From an optimization exercise on the open Yosys and OpenROAD flow, aimed at small area; shortcuts taken in it are not production practice.
The RTL was checked by simulation tests, not by an equivalence proof against the original design.
Power figures rest on the tool's default switching activity, not on a simulated workload.

## north
## programmable_pulse_generator
module programmable_pulse_generator #(
    parameter int NUM_CH = 4,
    parameter int CNT_W  = pulse_gen_pkg::DEFAULT_CNT_W
) (
    input  logic              clk,
    input  logic              rst,
    input  logic [NUM_CH-1:0] start,
    input  logic [NUM_CH-1:0] stop,
    input  logic [1:0]        mode,
    input  logic [CNT_W-1:0]  delay_cfg,
    input  logic [CNT_W-1:0]  width_cfg,
    input  logic [CNT_W-1:0]  period_cfg,
    input  logic [CNT_W-1:0]  count_cfg,
    output logic [NUM_CH-1:0] pulse,
    output logic [NUM_CH-1:0] busy,
    output logic [NUM_CH-1:0] done
);
    logic             gated, per_le1;
    logic [CNT_W-1:0] wcl, lm1, load_cnt, load_pl;
    logic [CNT_W:0]   lc;
    assign gated   = (mode == pulse_gen_pkg::MODE_GATED);
    assign per_le1 = (period_cfg[CNT_W-1:1] == '0);
    assign wcl = {width_cfg[CNT_W-1:1], width_cfg[0] | (width_cfg == '0)};
    logic [CNT_W-1:0] pg, pp, gg, gp;
    assign pg = period_cfg & ~wcl;
    assign pp = period_cfg ^ ~wcl;
    always_comb begin
        gg = pg;
        gp = pp;
        for (int d = 1; d < CNT_W; d = d * 2)
            for (int i = 2 * d - 1; i < CNT_W; i = i + 2 * d) begin
                gg[i] = gg[i] | (gp[i] & gg[i-d]);
                gp[i] = gp[i] & gp[i-d];
            end
        for (int d = CNT_W / 4; d >= 1; d = d / 2)
            for (int i = 3 * d - 1; i < CNT_W; i = i + 2 * d) begin
                gg[i] = gg[i] | (gp[i] & gg[i-d]);
                gp[i] = gp[i] & gp[i-d];
            end
    end
    assign lc = {gg[CNT_W-1], pp ^ {gg[CNT_W-2:0], 1'b0}};
    assign lm1 = lc[CNT_W] ? lc[CNT_W-1:0] : '0;
    assign load_cnt = gated ? wcl : delay_cfg;
    assign load_pl  = gated ? {period_cfg[CNT_W-1:1], period_cfg[0] | (period_cfg == '0)}
                    : (mode == pulse_gen_pkg::MODE_BURST) ? {count_cfg[CNT_W-1:1], count_cfg[0] | (count_cfg == '0)}
                    : {{(CNT_W-1){1'b0}}, mode == pulse_gen_pkg::MODE_ONESHOT};
    for (genvar i = 0; i < NUM_CH; i++) begin : g_ch
        pulse_gen_channel #(
            .CNT_W(CNT_W)
        ) u_ch (
            .clk      (clk),
            .rst      (rst),
            .start    (start[i]),
            .stop     (stop[i]),
            .gated    (gated),
            .per_le1  (per_le1),
            .nload_cnt(~load_cnt),
            .nload_pl (~load_pl),
            .nwcl     (~wcl),
            .nlm1     (~lm1),
  ...
==> module pulse_gen_channel, before the edit <==
module pulse_gen_channel #(
    parameter int CNT_W = pulse_gen_pkg::DEFAULT_CNT_W
) (
    input  logic             clk,
    input  logic             rst,
    input  logic             start,
    input  logic             stop,
    input  logic             gated,
    input  logic             per_le1,
    input  logic [CNT_W-1:0] nload_cnt,
    input  logic [CNT_W-1:0] nload_pl,
    input  logic [CNT_W-1:0] nwcl,
    input  logic [CNT_W-1:0] nlm1,
    output logic             pulse,
    output logic             busy,
    output logic             done
);
    logic             b, h, q, sl, lch, gact;
    logic [CNT_W-1:0] ncnt, nhq, nlq, npl;
    logic             idle, hi, cnt_hi0, pl_hi0, phase_end, fin, fire, gfire, rise, kill;
    logic             b_n, h_n, q_n;
    assign lch       = ~b & h & q;
    assign gact      = ~b & ~h & q;
    assign idle      = ~b & ~(h & q);
    assign hi        = b & h;
    assign cnt_hi0   = &ncnt[CNT_W-1:1];
    assign pl_hi0    = &npl[CNT_W-1:2];
    assign phase_end = cnt_hi0 & (ncnt[0] ^ hi);
    assign fin       = pl_hi0 & npl[1] & ~npl[0];
    assign rise      = start & sl;
    assign fire      = gact ? (pl_hi0 & npl[0]) : per_le1;
    assign gfire     = idle & gated & start & fire;
    assign kill      = rst | stop;
    logic             s_load, s_inc, s_lq, s_hq, pl_en, pl_step;
    logic [CNT_W-1:0] cnt_inc, pl_inc;
    assign s_load  = idle;
    assign s_inc   = ~idle & ~phase_end;
    assign s_lq    = ~idle & phase_end & hi;
    assign s_hq    = ~idle & phase_end & ~hi;
    assign pl_en   = idle | (hi & phase_end & ~(pl_hi0 & npl[1] & npl[0]));
    assign pl_step = ~idle | (gated & gact);
    assign cnt_inc = pulse_gen_pkg::inc(ncnt);
    assign pl_inc  = pulse_gen_pkg::inc(npl);
    always_comb begin
        if (b) begin
            b_n = ~(h & phase_end & fin);
            h_n = h ? (~phase_end | fin) : phase_end;
            q_n = 1'b0;
        end else if (lch) begin
            b_n = 1'b1;
            h_n = phase_end;
            q_n = 1'b0;
        end else begin
            b_n = gfire;
            h_n = gfire | (~gated & rise);
            q_n = ~gated ? rise : (start & ~fire);
        end
    end
    always_ff @(posedge clk) begin
        if (kill) begin
            b <= 1'b0;
            h <= 1'b0;
            q <= 1'b0;
        end else begin
            b <= b_n;
            h <= h_n;
            q <= q_n;
        end
        sl <= ~start & ~rst;
        ncnt <= ({CNT_W{s_load}} & nload_cnt) | ({CNT_W{s_inc}} & cnt_inc)
              | ({CNT_W{s_lq}} & nlq) | ({CNT_W{s_hq}} & nhq);
        if (idle) begin
            nhq <= nwcl;
            nlq <= nlm1;
        end
        if (pl_en) npl <= pl_step ? pl_inc : nload_pl;
    end
    assign pulse = hi;
    assign busy  = b;
    assign done  = ~b & h & ~q;
endmodule
==> module programmable_pulse_generator, before the edit <==
module programmable_pulse_generator #(
    parameter int NUM_CH = 4,
    parameter int CNT_W  = pulse_gen_pkg::DEFAULT_CNT_W
) (
    input  logic              clk,
    input  logic              rst,
    input  logic [NUM_CH-1:0] start,
    input  logic [NUM_CH-1:0] stop,
    input  logic [1:0]        mode,
    input  logic [CNT_W-1:0]  delay_cfg,
    input  logic [CNT_W-1:0]  width_cfg,
    input  logic [CNT_W-1:0]  period_cfg,
    input  logic [CNT_W-1:0]  count_cfg,
    output logic [NUM_CH-1:0] pulse,
    output logic [NUM_CH-1:0] busy,
    output logic [NUM_CH-1:0] done
);
    logic             gated, per_le1;
    logic [CNT_W-1:0] wcl, lm1, load_cnt, load_pl;
    logic [CNT_W:0]   lc;
    assign gated   = (mode == pulse_gen_pkg::MODE_GATED);
    assign per_le1 = (period_cfg[CNT_W-1:1] == '0);
    assign wcl = {width_cfg[CNT_W-1:1], width_cfg[0] | (width_cfg == '0)};
    logic [CNT_W-1:0] pg, pp, gg, gp;
    assign pg = period_cfg & ~wcl;
    assign pp = period_cfg ^ ~wcl;
    always_comb begin
        gg = pg;
        gp = pp;
        for (int d = 1; d < CNT_W; d = d * 2)
            for (int i = 2 * d - 1; i < CNT_W; i = i + 2 * d) begin
                gg[i] = gg[i] | (gp[i] & gg[i-d]);
                gp[i] = gp[i] & gp[i-d];
            end
        for (int d = CNT_W / 4; d >= 1; d = d / 2)
            for (int i = 3 * d - 1; i < CNT_W; i = i + 2 * d) begin
                gg[i] = gg[i] | (gp[i] & gg[i-d]);
                gp[i] = gp[i] & gp[i-d];
            end
    end
    assign lc = {gg[CNT_W-1], pp ^ {gg[CNT_W-2:0], 1'b0}};
    assign lm1 = lc[CNT_W] ? lc[CNT_W-1:0] : '0;
    assign load_cnt = gated ? wcl : delay_cfg;
    assign load_pl  = gated ? {period_cfg[CNT_W-1:1], period_cfg[0] | (period_cfg == '0)}
                    : (mode == pulse_gen_pkg::MODE_BURST) ? {count_cfg[CNT_W-1:1], count_cfg[0] | (count_cfg == '0)}
                    : {{(CNT_W-1){1'b0}}, mode == pulse_gen_pkg::MODE_ONESHOT};
    for (genvar i = 0; i < NUM_CH; i++) begin : g_ch
        pulse_gen_channel #(
            .CNT_W(CNT_W)
        ) u_ch (
            .clk      (clk),
            .rst      (rst),
            .start    (start[i]),
            .stop     (stop[i]),
            .gated    (gated),
            .per_le1  (per_le1),
            .nload_cnt(~load_cnt),
            .nload_pl (~load_pl),
            .nwcl     (~wcl),
            .nlm1     (~lm1),
            .pulse    (pulse[i]),
            .busy     (busy[i]),
            .done     (done[i])
        );
    end
endmodule
==> flow/config.mk <==
export PLATFORM = sky130hd
export DESIGN_NAME = programmable_pulse_generator
export DESIGN_NICKNAME = programmable_pulse_generator
export VERILOG_FILES = /design/flow/design.v
export SDC_FILE = /design/flow/constraint.sdc
export NUM_CORES = 4
export LEC_CHECK = 0
export CAP_MARGIN = 20
export CORE_MARGIN = 2
export CORE_UTILIZATION = 40
export CTS_BUF_LIST = sky130_fd_sc_hd__clkbuf_8
export CTS_CLUSTER_DIAMETER = 60
export CTS_CLUSTER_SIZE = 16
export PLACE_DENSITY = 0.8
export SLEW_MARGIN = 20
==> flow/constraint.sdc <==
create_clock -name core_clock -period 5.5 [get_ports {clk}]
set_input_delay 1.1000 -clock core_clock [delete_from_list [all_inputs] [get_ports {clk}]]
set_output_delay 1.1000 -clock core_clock [all_outputs]
set_load 0.01 [all_outputs]
standard.sh (not shown) runs the stock make flow with config.mk's settings and CLKGATE_MAP_FILE= SYNTH_SCRIPT=/design/flow/synth_recipe.tcl, a recipe that flattens the netlist after the stock synthesis.
==> flow/flow/run.sh <==
#!/bin/bash
# Standard layout (standard.sh) with these changes:
#  - synthesis maps logic with an area-oriented ABC script (flow/abc_area.script)
#    and leaves adders to ABC (no adder cell extraction); registers and their
#    names are untouched, only combinational logic is mapped differently;
#  - every input and output port gets the smallest buffer (buf_1);
#  - CTS (same settings as config.mk) inserts no dummy loads.
set -euo pipefail
rm -rf scripts_custom
cp -r "$FLOW_HOME/scripts" scripts_custom
cp flow/abc_area.script scripts_custom/abc_speed.script
export SCRIPTS_DIR="$PWD/scripts_custom"
export ADDER_MAP_FILE=
export BUFFER_PORTS_ARGS="-buffer_cell sky130_fd_sc_hd__buf_1"
export CTS_ARGS="-sink_clustering_enable -repair_clock_nets -sink_clustering_size 16 -sink_clustering_max_diameter 60 -buf_list sky130_fd_sc_hd__clkbuf_8 -dont_use_dummy_load"
bash standard.sh > standard_flow.log 2>&1
==> flow/flow/abc_area.script <==
&get -n
&st
&dch
&nf -R 1000
&st
&dch
&nf -R 1000
&put
topo
stime -c
### north -> south
-- flow/design.v --
<<< north, line 5
    localparam logic [1:0] MODE_CONT    = 2'b10;
    localparam logic [1:0] MODE_GATED   = 2'b11;
    function automatic logic [DEFAULT_CNT_W-1:0] inc(input logic [DEFAULT_CNT_W-1:0] v);
        logic c;
        c = 1'b1;
        for (int i = 0; i < DEFAULT_CNT_W; i++) begin
            inc[i] = v[i] ^ c;
            c      = c & v[i];
        end
    endfunction
>>> south, line 5
    localparam logic [1:0] MODE_CONT    = 2'b10;
    localparam logic [1:0] MODE_GATED   = 2'b11;
    function automatic logic [DEFAULT_CNT_W-1:0] dec(input logic [DEFAULT_CNT_W-1:0] v);
        logic b;
        b = 1'b1;
        for (int i = 0; i < DEFAULT_CNT_W; i++) begin
            dec[i] = v[i] ^ b;
            b      = b & ~v[i];
        end
    endfunction
<<< north, line 23
    input  logic             gated,
    input  logic             per_le1,
    input  logic [CNT_W-1:0] nload_cnt,
    input  logic [CNT_W-1:0] nload_pl,
    input  logic [CNT_W-1:0] nwcl,
    input  logic [CNT_W-1:0] nlm1,
    output logic             pulse,
    output logic             busy,
>>> south, line 23
    input  logic             gated,
    input  logic             per_le1,
    input  logic [CNT_W-1:0] load_cnt,
    input  logic [CNT_W-1:0] load_pl,
    input  logic [CNT_W-1:0] wcl,
    input  logic [CNT_W-1:0] lm1,
    output logic             pulse,
    output logic             busy,
<<< north, line 32
);
    logic             b, h, q, sl, lch, gact;
    logic [CNT_W-1:0] ncnt, nhq, nlq, npl;
    logic             idle, hi, cnt_hi0, pl_hi0, phase_end, fin, fire, gfire, rise, kill;
    logic             b_n, h_n, q_n;
>>> south, line 32
);
    logic             b, h, q, sl, lch, gact;
    logic [CNT_W-1:0] cnt, hq, lq, pl;
    logic             idle, hi, cnt_hi0, pl_hi0, phase_end, fin, fire, gfire, rise, kill;
    logic             b_n, h_n, q_n;
<<< north, line 39
    assign idle      = ~b & ~(h & q);
    assign hi        = b & h;
    assign cnt_hi0   = &ncnt[CNT_W-1:1];
    assign pl_hi0    = &npl[CNT_W-1:2];
    assign phase_end = cnt_hi0 & (ncnt[0] ^ hi);
    assign fin       = pl_hi0 & npl[1] & ~npl[0];
    assign rise      = start & sl;
    assign fire      = gact ? (pl_hi0 & npl[0]) : per_le1;
    assign gfire     = idle & gated & start & fire;
    assign kill      = rst | stop;
    logic             s_load, s_inc, s_lq, s_hq, pl_en, pl_step;
    logic [CNT_W-1:0] cnt_inc, pl_inc;
    assign s_load  = idle;
    assign s_inc   = ~idle & ~phase_end;
    assign s_lq    = ~idle & phase_end & hi;
    assign s_hq    = ~idle & phase_end & ~hi;
    assign pl_en   = idle | (hi & phase_end & ~(pl_hi0 & npl[1] & npl[0]));
    assign pl_step = ~idle | (gated & gact);
    assign cnt_inc = pulse_gen_pkg::inc(ncnt);
    assign pl_inc  = pulse_gen_pkg::inc(npl);
    always_comb begin
        if (b) begin
>>> south, line 39
    assign idle      = ~b & ~(h & q);
    assign hi        = b & h;
    assign cnt_hi0   = ~|cnt[CNT_W-1:1];
    assign pl_hi0    = ~|pl[CNT_W-1:2];
    assign phase_end = cnt_hi0 & (cnt[0] == hi);
    assign fin       = pl_hi0 & ~pl[1] & pl[0];
    assign rise      = start & sl;
    assign fire      = gact ? (pl_hi0 & ~pl[0]) : per_le1;
    assign gfire     = idle & gated & start & fire;
    assign kill      = rst | stop;
    logic             s_load, s_inc, s_lq, s_hq, pl_en, pl_step;
    logic [CNT_W-1:0] cnt_dec, pl_dec;
    assign s_load  = idle;
    assign s_inc   = ~idle & ~phase_end;
    assign s_lq    = ~idle & phase_end & hi;
    assign s_hq    = ~idle & phase_end & ~hi;
    assign pl_en   = idle | (hi & phase_end & ~(pl_hi0 & ~pl[1] & ~pl[0]));
    assign pl_step = ~idle | (gated & gact);
    assign cnt_dec = pulse_gen_pkg::dec(cnt);
    assign pl_dec  = pulse_gen_pkg::dec(pl);
    always_comb begin
        if (b) begin
<<< north, line 83
        end
        sl <= ~start & ~rst;
        ncnt <= ({CNT_W{s_load}} & nload_cnt) | ({CNT_W{s_inc}} & cnt_inc)
              | ({CNT_W{s_lq}} & nlq) | ({CNT_W{s_hq}} & nhq);
        if (idle) begin
            nhq <= nwcl;
            nlq <= nlm1;
        end
        if (pl_en) npl <= pl_step ? pl_inc : nload_pl;
    end
    assign pulse = hi;
>>> south, line 83
        end
        sl <= ~start & ~rst;
        cnt <= ({CNT_W{s_load}} & load_cnt) | ({CNT_W{s_inc}} & cnt_dec)
             | ({CNT_W{s_lq}} & lq) | ({CNT_W{s_hq}} & hq);
        if (idle) begin
            hq <= wcl;
            lq <= lm1;
        end
        if (pl_en) pl <= pl_step ? pl_dec : load_pl;
    end
    assign pulse = hi;
<<< north, line 151
            .gated    (gated),
            .per_le1  (per_le1),
            .nload_cnt(~load_cnt),
            .nload_pl (~load_pl),
            .nwcl     (~wcl),
            .nlm1     (~lm1),
            .pulse    (pulse[i]),
            .busy     (busy[i]),
>>> south, line 151
            .gated    (gated),
            .per_le1  (per_le1),
            .load_cnt (load_cnt),
            .load_pl  (load_pl),
            .wcl      (wcl),
            .lm1      (lm1),
            .pulse    (pulse[i]),
            .busy     (busy[i]),
Results
- Taking north as the reference, in south final setup slack of the worst path now smaller, register clock-pin slew on the reported worst setup and hold paths barely changed.
- south: flow completed, timing, DRC and antenna clean
- From north to south the numbers moved as follows: worst hold slack increased by 0.0082 ns relative to the old numbers, mean instance size in the synthesized netlist now larger, floorplan row count has decreased, clock network fraction of design power down 0.4 points.
- Met3 track demand over resource: south vs north up 1.9 points
- Global-route wire length before repair for south: 3.9% up relative to north
- Compared north against south; area of all placed cells without fillers within noise.

==> static timing again, ports no longer ideal <==
In the flow no input, the clock included, has a driving cell. The finished layouts below were timed again as built, in two steps.
Step 1 assumes that a clkbuf_16 drives the clock port and a buf_2 every other input.
Step 2 moves the port delays by t, midway between the first and last clock arrival at a register: inputs arrive t later, outputs are due t later. That takes back most of the time a late clock gives input paths.
Three values: ideal ports, drivers, drivers and shift; two values: the first two.
run	t, ns	setup slack, ns	worst setup path at the end	cell pins on the clock port's net
north	0.576	1.042 / 1.063 / 0.488	input to register	1
south	0.589	0.491 / 0.515 / -0.074	input to register	1
Met with ideal ports but missed after step 2: setup timing in south. The setup slack of south, which loses most, moves by +0.024 ns with the drivers and by -0.565 ns with both steps.
